This is an optimization exercise on Yosys and OpenROAD, whose aim is small area, not a production implementation.
Function was checked by simulation only, so behaviour that the tests miss may differ from the original.
Power and IR drop assume default switching activity.

==> flow/design.v <==
`timescale 1ns/100ps
module tetris_top (
    input   logic           i_clk,
    input   logic           i_res_n,
    input   logic   [8:0]   i_vram_addr,
    input   logic   [3:0]   i_pos_x,
    input   logic   [4:0]   i_pos_y,
    output  logic   [3:0]   o_block_data,
    input   logic   [14:0]  i_snes_state,
    output  logic           o_game_reset_pls,
    output  logic           o_bgm_fixed_pls
);
    function automatic logic [15:0] shape_map(input logic [3:0] kind, input logic [1:0] angle);
        logic [15:0] m;
        case ({kind, angle})
            6'h08: m = 16'h00f0;  6'h09: m = 16'h4444;  6'h0a: m = 16'h0f00;  6'h0b: m = 16'h2222;    
            6'h0c: m = 16'h0033;  6'h0d: m = 16'h0033;  6'h0e: m = 16'h0033;  6'h0f: m = 16'h0033;    
            6'h10: m = 16'h0036;  6'h11: m = 16'h0462;  6'h12: m = 16'h0360;  6'h13: m = 16'h0231;    
            6'h14: m = 16'h0063;  6'h15: m = 16'h0264;  6'h16: m = 16'h0630;  6'h17: m = 16'h0132;    
            6'h18: m = 16'h0071;  6'h19: m = 16'h0226;  6'h1a: m = 16'h0470;  6'h1b: m = 16'h0322;    
            6'h1c: m = 16'h0074;  6'h1d: m = 16'h0622;  6'h1e: m = 16'h0170;  6'h1f: m = 16'h0223;    
            6'h20: m = 16'h0072;  6'h21: m = 16'h0262;  6'h22: m = 16'h0270;  6'h23: m = 16'h0232;    
            default: m = 16'h0000;
        endcase
        shape_map = m;
    endfunction
    logic   w_idle;
    logic   w_addr0;
    logic   w_last;
    assign w_idle  = i_vram_addr[8] & i_vram_addr[3];
    assign w_addr0 = (i_vram_addr == 9'd0);
    assign w_last  = i_vram_addr[8] & (i_vram_addr[2:0] == 3'd7);     
    logic   [6:0]   r_btn_old;       
    logic   [6:0]   w_btn;
    logic   [6:0]   w_press;
    logic           r_fix_req;
    logic           r_clr_req;
    assign w_btn   = {i_snes_state[14:12], i_snes_state[9:6]};
    assign w_press = w_btn & ~r_btn_old;
    always_ff @(posedge i_clk or negedge i_res_n) begin
        if (!i_res_n) begin
            r_btn_old <= '0;
            r_fix_req <= 1'b0;
            r_clr_req <= 1'b0;
        end else begin
            r_btn_old <= w_btn;
            r_fix_req <= w_press[5];
            r_clr_req <= w_press[4];
        end
    end
    assign o_game_reset_pls = r_clr_req;
    assign o_bgm_fixed_pls  = r_fix_req;
    logic   r_clr_pend;
    logic   r_fix_pend;
    logic   r_clr_busy;
    logic   r_fix_busy;
    logic   r_fix_done;
    logic   w_frame_start;
    logic   w_clr_start;
    logic   w_fix_start;
    assign w_frame_start = w_addr0 && !r_clr_busy && !r_fix_busy;
    assign w_clr_start   = w_frame_start && r_clr_pend;
    assign w_fix_start   = w_frame_start && r_fix_pend && !r_clr_pend;
    always_ff @(posedge i_clk or negedge i_res_n) begin
        if (!i_res_n) begin
            r_clr_pend <= 1'b0;
            r_fix_pend <= 1'b0;
            r_clr_busy <= 1'b0;
            r_fix_busy <= 1'b0;
            r_fix_done <= 1'b0;
        end else begin
            if (w_clr_start)    r_clr_pend <= 1'b0;
            else if (r_clr_req) r_clr_pend <= 1'b1;
            if (w_fix_start)    r_fix_pend <= 1'b0;
            else if (r_fix_req) r_fix_pend <= 1'b1;
            if (w_clr_start)    r_clr_busy <= 1'b1;
            else if (w_idle)    r_clr_busy <= 1'b0;
            r_fix_done <= 1'b0;
            if (w_fix_start) begin
                r_fix_busy <= 1'b1;
            end else if (r_fix_busy && w_idle) begin
                r_fix_busy <= 1'b0;
                r_fix_done <= 1'b1;
            end
        end
    end
    logic   [3:0]   r_kind;
    logic   [1:0]   r_angle;
    logic   [3:0]   r_px;
    logic   [4:0]   r_py;
    always_ff @(posedge i_clk or negedge i_res_n) begin
        if (!i_res_n) begin
            r_kind  <= 4'd2;
            r_angle <= 2'd0;
            r_px    <= 4'd5;
            r_py    <= 5'd0;
        end else if (r_fix_done) begin
            r_kind  <= (r_kind == 4'd8) ? 4'd2 : r_kind + 4'd1;
            r_angle <= 2'd0;
            r_px    <= 4'd5;
            r_py    <= 5'd0;
        end else if (!r_fix_busy) begin
            if (w_press[0])      r_angle <= r_angle + 2'd1;
            else if (w_press[6]) r_angle <= r_angle - 2'd1;
            else if (w_press[3]) r_py    <= r_py + 5'd1;
            else if (w_press[2]) r_px    <= r_px - 4'd1;
            else if (w_press[1]) r_px    <= r_px + 4'd1;
        end
    end
    logic   [3:0]   w_rx;
    logic   [4:0]   w_ry;
    logic   [15:0]  w_map;
    logic           w_covered;
    assign w_rx      = i_pos_x - r_px;
    assign w_ry      = i_pos_y - r_py;
    assign w_map     = shape_map(r_kind, r_angle);
    assign w_covered = (w_rx[3:2] == 2'd0) && (w_ry[4:2] == 3'd0) && w_map[{w_ry[1:0], w_rx[1:0]}];
    localparam int CELLS = 264;
    localparam int LOOP  = 8;
    logic   [3*CELLS-1:0]   r_chain;
    logic   [3*LOOP-1:3]    r_delay;     
    logic   [2:0]           r_phi;       
    logic   [2:0]           w_ahead;
    logic   [2:0]           w_back;
    logic   [2:0]           w_old;       
    logic   [3:0]           w_old_code;
    logic                   w_wall;
    logic   [2:0]           w_new;
    logic   [3:0]           r_block;
    always_comb begin
        case (r_phi)
            3'd0: begin w_ahead = r_chain[2:0];   w_back = r_chain[2:0];   end
            3'd1: begin w_ahead = r_chain[23:21]; w_back = r_delay[5:3];   end
            3'd2: begin w_ahead = r_chain[20:18]; w_back = r_delay[8:6];   end
            3'd3: begin w_ahead = r_chain[17:15]; w_back = r_delay[11:9];  end
            3'd4: begin w_ahead = r_chain[14:12]; w_back = r_delay[14:12]; end
            3'd5: begin w_ahead = r_chain[11:9];  w_back = r_delay[17:15]; end
            3'd6: begin w_ahead = r_chain[8:6];   w_back = r_delay[20:18]; end
            default: begin w_ahead = r_chain[5:3]; w_back = r_delay[23:21]; end
        endcase
    end
    assign w_old = (i_vram_addr[2:0] < r_phi) ? w_ahead : w_back;
    assign w_wall = (i_pos_y == 5'd21) || (i_pos_x == 4'd0) || (i_pos_x == 4'd11) ||
                    (i_pos_y == 5'd0 && (i_pos_x == 4'd1 || i_pos_x == 4'd2 ||
                                         i_pos_x == 4'd9 || i_pos_x == 4'd10));
    assign w_old_code = (w_old == {2'b00, !w_wall}) ? 4'd8 : {1'b0, w_old};
    always_comb begin
        if (w_clr_start || r_clr_busy)                      w_new = {2'b00, w_wall};
        else if ((w_fix_start || r_fix_busy) && w_covered)  w_new = r_kind[2:0] | {2'b00, r_kind[3] & !w_wall};
        else                                                w_new = w_old;
    end
    always_ff @(posedge i_clk) begin
        r_delay <= {r_delay[3*LOOP-4:3], r_chain[2:0]};
        if (w_idle)
            r_phi <= r_phi + 3'd1;
        else if (w_last)
            r_phi <= 3'd0;
        r_block <= w_covered ? r_kind : w_old_code;
    end
    logic   [3*CELLS-1:0]   w_chain;
    always_comb begin
        for (int s = 0; s < CELLS; s++) begin
            if (s % LOOP != LOOP - 1)
                w_chain[3*s +: 3] = r_chain[3*(s+1) +: 3];
            else if (w_idle)
                w_chain[3*s +: 3] = r_chain[3*(s-LOOP+1) +: 3];
            else if (s == CELLS - 1)
                w_chain[3*s +: 3] = w_new;
            else
                w_chain[3*s +: 3] = r_chain[3*(s+1) +: 3];
        end
    end
    always_ff @(posedge i_clk) begin
        r_chain <= w_chain;
    end
    assign o_block_data = r_block;
endmodule
==> flow/run.sh <==
#!/bin/bash
# synth_recipe.tcl (not shown) runs the flow's synth.tcl, then flattens the netlist and writes it again
# the make line also repeats each setting of config.mk as NAME=value (left out here)
make -C /OpenROAD-flow-scripts/flow DESIGN_CONFIG=/design/flow/config.mk WORK_HOME=/design/flow/orfs CLKGATE_MAP_FILE= SYNTH_SCRIPT=/design/flow/synth_recipe.tcl finish
==> flow/config.mk <==
export PLATFORM = sky130hd
export DESIGN_NAME = tetris_top
export DESIGN_NICKNAME = tetris_top
export VERILOG_FILES = /design/flow/design.v
export SDC_FILE = /design/flow/constraint.sdc
export NUM_CORES = 4
export LEC_CHECK = 0
export CAP_MARGIN = 20
export CORE_MARGIN = 2
export CORE_UTILIZATION = 65
export CTS_BUF_LIST = sky130_fd_sc_hd__clkbuf_8
export PLACE_DENSITY = 0.75
export SLEW_MARGIN = 20
==> flow/constraint.sdc <==
create_clock -name core_clock -period 8.0 [get_ports {i_clk}]
set_input_delay 1.6000 -clock core_clock [delete_from_list [all_inputs] [get_ports {i_clk}]]
set_output_delay 1.6000 -clock core_clock [all_outputs]
set_load 0.01 [all_outputs]
==> flow_metrics.py, run 1 <==
metrics = {
    "clock_tree": {
        "cts_max_level": 3,
        "cts_hold_buf": 0,
        "cts_post_setup_buffers_inserted": 0,
        "clkLatencyLatePin_ns": 0.65,
        "path_clk_slew_ns": 0.06,
        "cts_buffers": 113,
        "tritoncts": "yes",
        "cts_sinks": 849,
        "cts_resized": 0,
        "cts_root_buf": "clkbuf_8",
        "cts_buffer_depth": 3,
    },
    "drt": {
        "finalWirelength_um": 28500,
        "drtIter0Drc": 432,
        "wl_per_cell_um": 15.1,
        "first_pass_iters": 4,
        "via_per_inst": 4.80,
        "drc": 0,
        "vias": 9053,
        "antenna_left": 0,
    },
    "critical_path": {
        "reg2reg_to": "r_chain[791]$_DFF_P_",
        "reg2reg_depth": 9,
        "worstPathArrival_ns": 4.80,
        "cp_max_fo": 12,
        "timing.rr.start": "r_angle[0]$_DFFE_PN0P_",
        "endpoint_kind": "flip-flop",
        "crit_path_start_kind": "input pin",
        "required_ns": 8.52,
        "crit_type": "input pin to flip-flop",
        "ff2ff_setup_slack_ns": 4.54,
    },
    "floorplan": {
        "initial_utilization": 0.656,
        "die_x_um": 182,
        "coreArea_um2": 31300,
        "num_io_pins": 41,
        "rows": 65,
        "fp.dieArea_um2": 33000,
        "die_h_um": 182,
    },
    "worst_hold_path": {
        "min_path_cells": 0,
        "hold_end": "r_chain[444]$_DFF_P_",
        "min_from": "r_chain[447]$_DFF_P_",
        "hold_path.class": "flip-flop to flip-flop",
    },
    "grt": {
        "grt_overflow_total": 0,
        "antenna_found_initial": 0,
        "grt_start_max_net_pins": 70,
        "grt_pass1_vias": 9517,
        "grt_pass1_wl_um": 47700,
        "grt.total_usage": 0.179,
    },
    "final_layout": {
        "syn2layout_area_growth_pct": 15.4,
        "layout.cells.most_common": "dfxtp_1",
        "finalInstanceArea_um2": 23700,
        "n_fill_cell": 1792,
        "fin_nets": 1463,
        "diodes": 0,
        "drive_gt1_frac": 0.195,
        "final_cell_mix": "dfxtp_1, clkbuf_8, mux2_2",
        "layout.cells.non_filler": 1888,
    },
    "power_and_ir_drop": {
        "power.density_nw_per_um2": 344,
        "peakVddDrop_mv": 0.187,
        "p_leak_nw": 9.94,
        "power.total_w": 0.00816,
    },
    "run": {
        "maxCapViolCount": 0,
    },
    "sta": {
        "slew_violations": 0,
        "fin_crit_sh": 0.535,
        "slew_headroom": 0.366,
        "fin_crit_ns": 4.28,
        "setup_tns_ns": 0,
        "max_freq_mhz": 233,
        "rsz0062_at_grt": "no",
        "finClkSkew_ns": 0.0219,
        "hold_viol_final": 0,
        "setup_violations": 0,
        "tightest_slew_ns": 0.951,
    },
    "yosys": {
        "syn-instance-count": 1278,
        "synth_cell_type_count": 67,
        "synthFlopType": "dfxtp_1",
        "synth.net_count": 1343,
        "async_flop_share": 0.0342,
        "syn_area_um2": 20500,
        "yosysWarningCount": 1,
        "synth_edf_count": 3,
        "ys_ff_latch": 849,
        "yosysSeqAreaShare": 0.836,
        "syn_area_per_cell_um2": 16.1,
    },
    "placed_design": {
        "gp_congestion": 0.841,
        "dpl.hpwl_um": 14800,
        "dpl_cell_area_um2": 21300,
        "dp_cells": 1685,
        "io_buffers": 32,
    },
    "run_status": {
        "outcome": "no timing/DRC/antenna violations",
    },
}
## routing by layer
layer	global-route usage	up-vias	part of all wire	wire length (um)
li1	-	4504	-	-
met1	0.249	4353	0.49	14000
met2	0.273	148	0.45	12900
met3	0.0419	48	0.035	1000
met4	0.0780	0	0.020	567
met5	0	-	0	0
## cell families (layout without fill, tap and decap cells)
group,Yosys count,count (layout),synth area share
buffers and inverters,56,264,0.0109
DFF,849,849,0.836
xor gates and xnor gates,18,18,0.00768
muxes,116,116,0.0627
AOI/OAI and AO/OA,95,95,0.0334
and+or+nand+nor,114,114,0.0297
adders and majority gates,30,30,0.0194
## critical path: stages
cell and delay [ns]:
clkdlybuf4s50_1 0.50, inv_1 0.06, ha_1 0.20, inv_1 0.07
fa_1 0.55, nor2_1 0.23, nor4b_1 0.27, nor2_1 0.10
a311oi_2 0.72, a21oi_1 0.16, a311o_1 0.35
## synth_stat cells (6+ instances only)
library cell / instances / area share
o21ai_0: 17 / 0.0041
a21oi_1: 20 / 0.0049
nand2b_1: 11 / 0.0034
mux2i_1: 15 / 0.0073
dfxtp_1: 817 / 0.80
and3_1: 6 / 0.0018
clkbuf_1: 20 / 0.0037
nor3_1: 7 / 0.0017
nand2_1: 17 / 0.0031
xnor2_1: 13 / 0.0055
mux2_2: 101 / 0.055
inv_1: 27 / 0.0049
nand4_1: 7 / 0.0021
nor2b_1: 13 / 0.0040
dfrtp_1: 26 / 0.032
nor2_1: 29 / 0.0053
ha_1: 27 / 0.016
## worst max path at each step
| stage | startpoint | end | slack (ns) |
|---|---|---|---|
| 3_5_place_dp | i_pos_x[0] | r_chain[791]$_DFF_P_ | 3.06 |
| 6_report | i_pos_x[0] | r_chain[791]$_DFF_P_ | 3.72 |
| 5_1_grt | i_pos_x[0] | r_chain[791]$_DFF_P_ | 3.51 |
| 4_1_cts | i_pos_x[0] | r_chain[791]$_DFF_P_ | 3.76 |
| 3_3_place_gp | i_pos_x[0] | r_chain[791]$_DFF_P_ | 3.13 |
| 2_1_floorplan | i_pos_x[0] | r_chain[791]$_DFF_P_ | 4.21 |
## report_power, final
| group | internal [W] | switching [W] |
|---|---|---|
| clock | 0.00181 | 0.00150 |
| sequential | 0.00437 | 0.0000733 |
| combinational | 0.000189 | 0.000224 |
## registers in the layout, indices dropped and copies added (netlist names)
| name | flops |
|---|---|
| r_angle | 2 |
| r_block | 4 |
| r_btn_old | 7 |
| r_chain | 792 |
| r_clr_busy | 1 |
| r_clr_pend | 1 |
| r_clr_req | 1 |
| r_delay | 21 |
| r_fix_busy | 1 |
| r_fix_done | 1 |
| r_fix_pend | 1 |
| r_fix_req | 1 |
| r_kind | 4 |
| r_phi | 3 |
| r_px | 4 |
| r_py | 5 |
## through the flow
step                hold slack [ns]  utilization  setup slack, ns
floorplan                     0.310            -             4.21
global placement              0.310        0.679             3.13
detailed placement            0.312        0.679             3.06
CTS                           0.305        0.757             3.76
global route                  0.304        0.757             3.51
finish                        0.309        0.757             3.72
## area by class of cell
cell class / instances / area, um2 / area share
sequential: 849 / 17200 / 0.725
multi-input combinational: 373 / 3150 / 0.133
clock buffer: 145 / 2000 / 0.0842
tap: 402 / 503 / 0.0212
clock inverter: 58 / 445 / 0.0188
timing repair buffer: 34 / 335 / 0.0141
inverter: 27 / 101 / 0.00428
==> run 2, diff against run 1 <==
--- a/flow/design.v
+++ b/flow/design.v
@@ -120,26 +120,16 @@
     logic   [3*CELLS-1:0]   r_chain;
     logic   [3*LOOP-1:3]    r_delay;     
     logic   [2:0]           r_phi;       
+    logic   [3*LOOP-1:0]    w_past;
     logic   [2:0]           w_ahead;
-    logic   [2:0]           w_back;
     logic   [2:0]           w_old;       
     logic   [3:0]           w_old_code;
     logic                   w_wall;
     logic   [2:0]           w_new;
     logic   [3:0]           r_block;
-    always_comb begin
-        case (r_phi)
-            3'd0: begin w_ahead = r_chain[2:0];   w_back = r_chain[2:0];   end
-            3'd1: begin w_ahead = r_chain[23:21]; w_back = r_delay[5:3];   end
-            3'd2: begin w_ahead = r_chain[20:18]; w_back = r_delay[8:6];   end
-            3'd3: begin w_ahead = r_chain[17:15]; w_back = r_delay[11:9];  end
-            3'd4: begin w_ahead = r_chain[14:12]; w_back = r_delay[14:12]; end
-            3'd5: begin w_ahead = r_chain[11:9];  w_back = r_delay[17:15]; end
-            3'd6: begin w_ahead = r_chain[8:6];   w_back = r_delay[20:18]; end
-            default: begin w_ahead = r_chain[5:3]; w_back = r_delay[23:21]; end
-        endcase
-    end
-    assign w_old = (i_vram_addr[2:0] < r_phi) ? w_ahead : w_back;
+    assign w_past  = {r_delay, r_chain[2:0]};
+    assign w_ahead = r_chain[3*(LOOP-r_phi) +: 3];
+    assign w_old   = (i_vram_addr[2:0] < r_phi) ? w_ahead : w_past[3*r_phi +: 3];
     assign w_wall = (i_pos_y == 5'd21) || (i_pos_x == 4'd0) || (i_pos_x == 4'd11) ||
                     (i_pos_y == 5'd0 && (i_pos_x == 4'd1 || i_pos_x == 4'd2 ||
                                          i_pos_x == 4'd9 || i_pos_x == 4'd10));
@@ -150,7 +140,7 @@
         else                                                w_new = w_old;
     end
     always_ff @(posedge i_clk) begin
-        r_delay <= {r_delay[3*LOOP-4:3], r_chain[2:0]};
+        r_delay <= w_past[3*LOOP-4:0];
         if (w_idle)
             r_phi <= r_phi + 3'd1;
         else if (w_last)
--- a/flow/config.mk
+++ b/flow/config.mk
@@ -7,7 +7,5 @@
 export LEC_CHECK = 0
 export CAP_MARGIN = 20
 export CORE_MARGIN = 2
-export CORE_UTILIZATION = 65
-export CTS_BUF_LIST = sky130_fd_sc_hd__clkbuf_8
-export PLACE_DENSITY = 0.75
+export CORE_UTILIZATION = 40
 export SLEW_MARGIN = 20
==> run 2 against run 1 <==
First-iteration DRC count rose by 54%. Sequential cell count did not move. Critical path depth rose by 2. Die area rose by 75%. Via count rose by 23%. Sequential power rose by 1%. Final area rose by 9.9%. Synthesized area rose by 8.8%. Wire length rose by 17%. Combinational power rose by 33%. Utilization fell by 28 points. Critical path type is now flip-flop to flip-flop. Largest power group unchanged.
==> flow_metrics.py, run 2 <==
metrics = {
    "run_status": {
        "outcome": "no timing/DRC/antenna violations",
    },
    "yosys": {
        "yosysSeqAreaShare": 0.769,
        "synth_edf_count": 3,
        "synth_cell_type_count": 78,
        "async_flop_share": 0.0342,
        "syn_area_um2": 22300,
        "synth_area_leader_cell": "dfxtp_1",
        "yosysWarningCount": 1,
        "syn-instance-count": 1641,
        "syn_area_per_cell_um2": 13.6,
        "yosysMostFrequentCell": "dfxtp_1",
        "yosys-top-cells-count": "dfxtp_1, nand2_1, clkbuf_1, nor2_1, mux4_2",
        "ys_ff_latch": 849,
        "synth.top_cells.by_area": "dfxtp_1, nand2_1, mux4_2, dfrtp_1, ha_1",
        "synth.top_cell.area_share": 0.732,
        "synthFlopType": "dfxtp_1",
        "synth.net_count": 1709,
    },
    "critical_path": {
        "crit_chain": "buf_4, inv_1, ha_4, ha_1, and2_1, fa_1, mux4_2, and3_1, a31oi_1, and4_1, o21ai_0, or2_2, o41ai_2",
        "ff2ff_setup_slack_ns": 2.13,
        "reg2reg_to": "r_block[3]$_DFF_P_",
        "cp_slowest_cell": "ha_4",
        "cp.depth": 13,
        "required_ns": 8.50,
        "cp_top_family": "adder cells",
        "cp_max_fo": 69,
        "crit_path_start_kind": "flip-flop",
        "slowest_delay_ns": 1.03,
        "reg2reg_depth": 13,
        "timing.rr.start": "r_phi[0]$_SDFFCE_PN0P_",
        "cp_num_buf_inv": 2,
        "worstPathArrival_ns": 6.38,
        "endpoint_kind": "flip-flop",
        "crit_type": "flip-flop to flip-flop",
    },
    "clock_tree": {
        "clkLatencyLatePin_ns": 0.60,
        "path_clk_slew_ns": 0.06,
        "cts_sinks": 849,
        "cts_buffers": 78,
        "cts_buffer_depth": 3,
        "cts_hold_buf": 0,
        "cts_resized": 0,
        "cts_post_setup_buffers_inserted": 0,
        "tritoncts": "yes",
        "cts_max_level": 3,
        "cts_root_buf": "clkbuf_16",
    },
    "power_and_ir_drop": {
        "power_frac_clock": 0.426,
        "intPower_w": 0.00689,
        "switchingPower_w": 0.00190,
        "power.density_nw_per_um2": 338,
        "switching_share": 0.216,
        "pwr-share-comb": 0.063,
        "p_leak_nw": 10.8,
        "p_seq_frac": 0.512,
        "power.total_w": 0.00880,
        "peakVddDrop_mv": 0.153,
    },
    "drt": {
        "drc": 0,
        "drtIter0Drc": 665,
        "first_pass_iters": 5,
        "finalWirelength_um": 33400,
        "via_per_inst": 4.43,
        "vias": 11137,
        "antenna_left": 0,
        "wl_per_cell_um": 13.3,
    },
    "placed_design": {
        "dpl.hpwl_um": 19100,
        "dp_cells": 2370,
        "io_buffers": 32,
        "gp_congestion": 0.835,
    },
    "final_layout": {
        "top_register": "r_chain",
        "diodes": 0,
        "drive_gt1_frac": 0.105,
        "reg_top3": "r_chain (792), r_delay (21), r_btn_old (7)",
        "final_cell_mix": "dfxtp_1, nand2_1, clkbuf_16",
        "layout.cells.non_filler": 2514,
        "seq_area_um2": 17200,
        "final_util": 0.472,
        "largest_reg_flops": 792,
        "n_fill_cell": 4803,
        "syn2layout_area_growth_pct": 16.6,
        "layout.cells.most_common": "dfxtp_1",
        "multi_input_comb_area_um2": 4780,
        "fin_nets": 1770,
    },
    "grt": {
        "grt_pass1_vias": 11255,
        "grt_start_max_net_pins": 73,
        "antenna_found_initial": 0,
        "grt_overflow_total": 0,
        "grt.total_usage": 0.122,
        "grt_pass1_wl_um": 57300,
    },
    "sta": {
        "rsz0062_at_grt": "no",
        "setup_tns_ns": 0,
        "tightest_slew_ns": 0.993,
        "setup_violations": 0,
        "slew_violations": 0,
        "slew_headroom": 0.338,
        "fin_crit_sh": 0.734,
        "hold_viol_final": 0,
        "max_freq_mhz": 170,
        "timing.hold.ws_ns": 0.318,
        "finClkSkew_ns": 0.0124,
        "fin_crit_ns": 5.87,
    },
    "worst_hold_path": {
        "hold_path.class": "flip-flop to flip-flop",
        "min_path_cells": 0,
        "min_from": "r_chain[751]$_DFF_P_",
        "hold_end": "r_chain[748]$_DFF_P_",
    },
    "floorplan": {
        "num_io_pins": 41,
        "initial_utilization": 0.405,
        "fp.dieArea_um2": 57800,
        "coreArea_um2": 55200,
        "rows": 86,
        "die_h_um": 240,
        "die_x_um": 240,
    },
    "run": {
        "maxCapViolCount": 0,
    },
}
## run 2: changes by cell type after synthesis, sizes merged, moves of 7 or more
| cell | previous run | this run |
|---|---|---|
| mux2 | 101 | 4 |
| mux2i | 15 | 28 |
| clkbuf | 20 | 35 |
| o211ai | 1 | 8 |
| nand2 | 17 | 342 |
| buf | 9 | 22 |
| mux4 | 0 | 40 |
## run 2: worst max-delay path by stage
stage	slack, ns	endpoint	startpoint
floorplan	3.87	r_block[3]$_DFF_P_	r_phi[0]$_SDFFCE_PN0P_
CTS	2.07	r_block[3]$_DFF_P_	r_phi[0]$_SDFFCE_PN0P_
global placement	2.11	r_block[3]$_DFF_P_	r_phi[0]$_SDFFCE_PN0P_
finish	2.13	r_block[3]$_DFF_P_	r_phi[0]$_SDFFCE_PN0P_
global route	1.66	r_block[3]$_DFF_P_	r_phi[0]$_SDFFCE_PN0P_
detailed placement	2.08	r_block[3]$_DFF_P_	r_phi[0]$_SDFFCE_PN0P_
## run 2: metal layers
metal / GRT usage / vias up / routed length, um
met2: 0.176 / 185 / 13700
met4: 0.0457 / 0 / 784
met5: 0 / - / 0
met1: 0.175 / 5335 / 17300
met3: 0.0303 / 67 / 1570
li1: - / 5550 / -
## run 2: cell families (layout without fill, tap and decap cells)
logic type,count (synthesis),in the layout,synth area share
buf+inv,82,207,0.0179
simple gates,471,471,0.0902
flops,849,849,0.769
fa+ha+maj,33,33,0.0198
compound gates,113,113,0.0384
xor+xnor,21,21,0.00823
mux,72,72,0.0566
## run 2: stage by stage
step           instance area [um2]  setup slack (ns)
6_report                     26100              2.13
5_1_grt                      26100              1.66
4_1_cts                      26100              2.07
3_5_place_dp                 23400              2.08
3_3_place_gp                 23400              2.11
2_1_floorplan                22300              3.87
## run 2: power groups by stage
stage	logic [W]	clock network [W]	registers, W
floorplan	0.000423	0	0.00456
CTS	0.000552	0.00385	0.00450
global placement	0.000533	0	0.00459
global route	0.000615	0.00403	0.00452
finish	0.000550	0.00374	0.00450
detailed placement	0.000549	0	0.00459
## run 2: worst register-to-register path: cells and delay by family (launching register included)
kind	cells	cell delay [ns]
AND/OR/NAND/NOR	4	0.92
multiplexers	1	0.61
AO/OA/AOI/OAI	3	0.66
buffers and inverters	2	0.84
flip-flops	1	0.32
adder cells (fa/ha/maj)	3	2.43
## run 2: final cells by class
cell class	instances	share of cell area
Clock buffer	114	0.0891
Clock inverter	30	0.0146
Inverter	25	0.00360
Multi-Input combinational cell	710	0.184
Sequential cell	849	0.659
Tap cell	748	0.0359
Timing Repair Buffer	38	0.0140

separate check: timing with driven ports:
No port has a modelled driver above. Below, the same layouts with a new extraction and two added sets of constraints.
Step 1: set_driving_cell puts a clkbuf_16 on i_clk and a buf_2 on each other input, an assumption about the parent block.
Step 2 also shifts input and output timing later by t, the mid clock arrival at the registers, as if the neighbouring blocks saw the same clock.
Three values: no drivers, after step 1, after step 2; two values: the first two.
run | shift t [ns] | setup WS [ns] | cell pins on the clock port's net
run 1 | 0.683 | 3.716 / 3.734 / 3.050 | 1
run 2 | 0.653 | 2.125 / 2.125 / 2.125 | 1
After both steps every run listed still meets setup and hold. The setup slack of run 1, which loses most, moves by +0.018 ns with the drivers and by -0.666 ns with both steps.
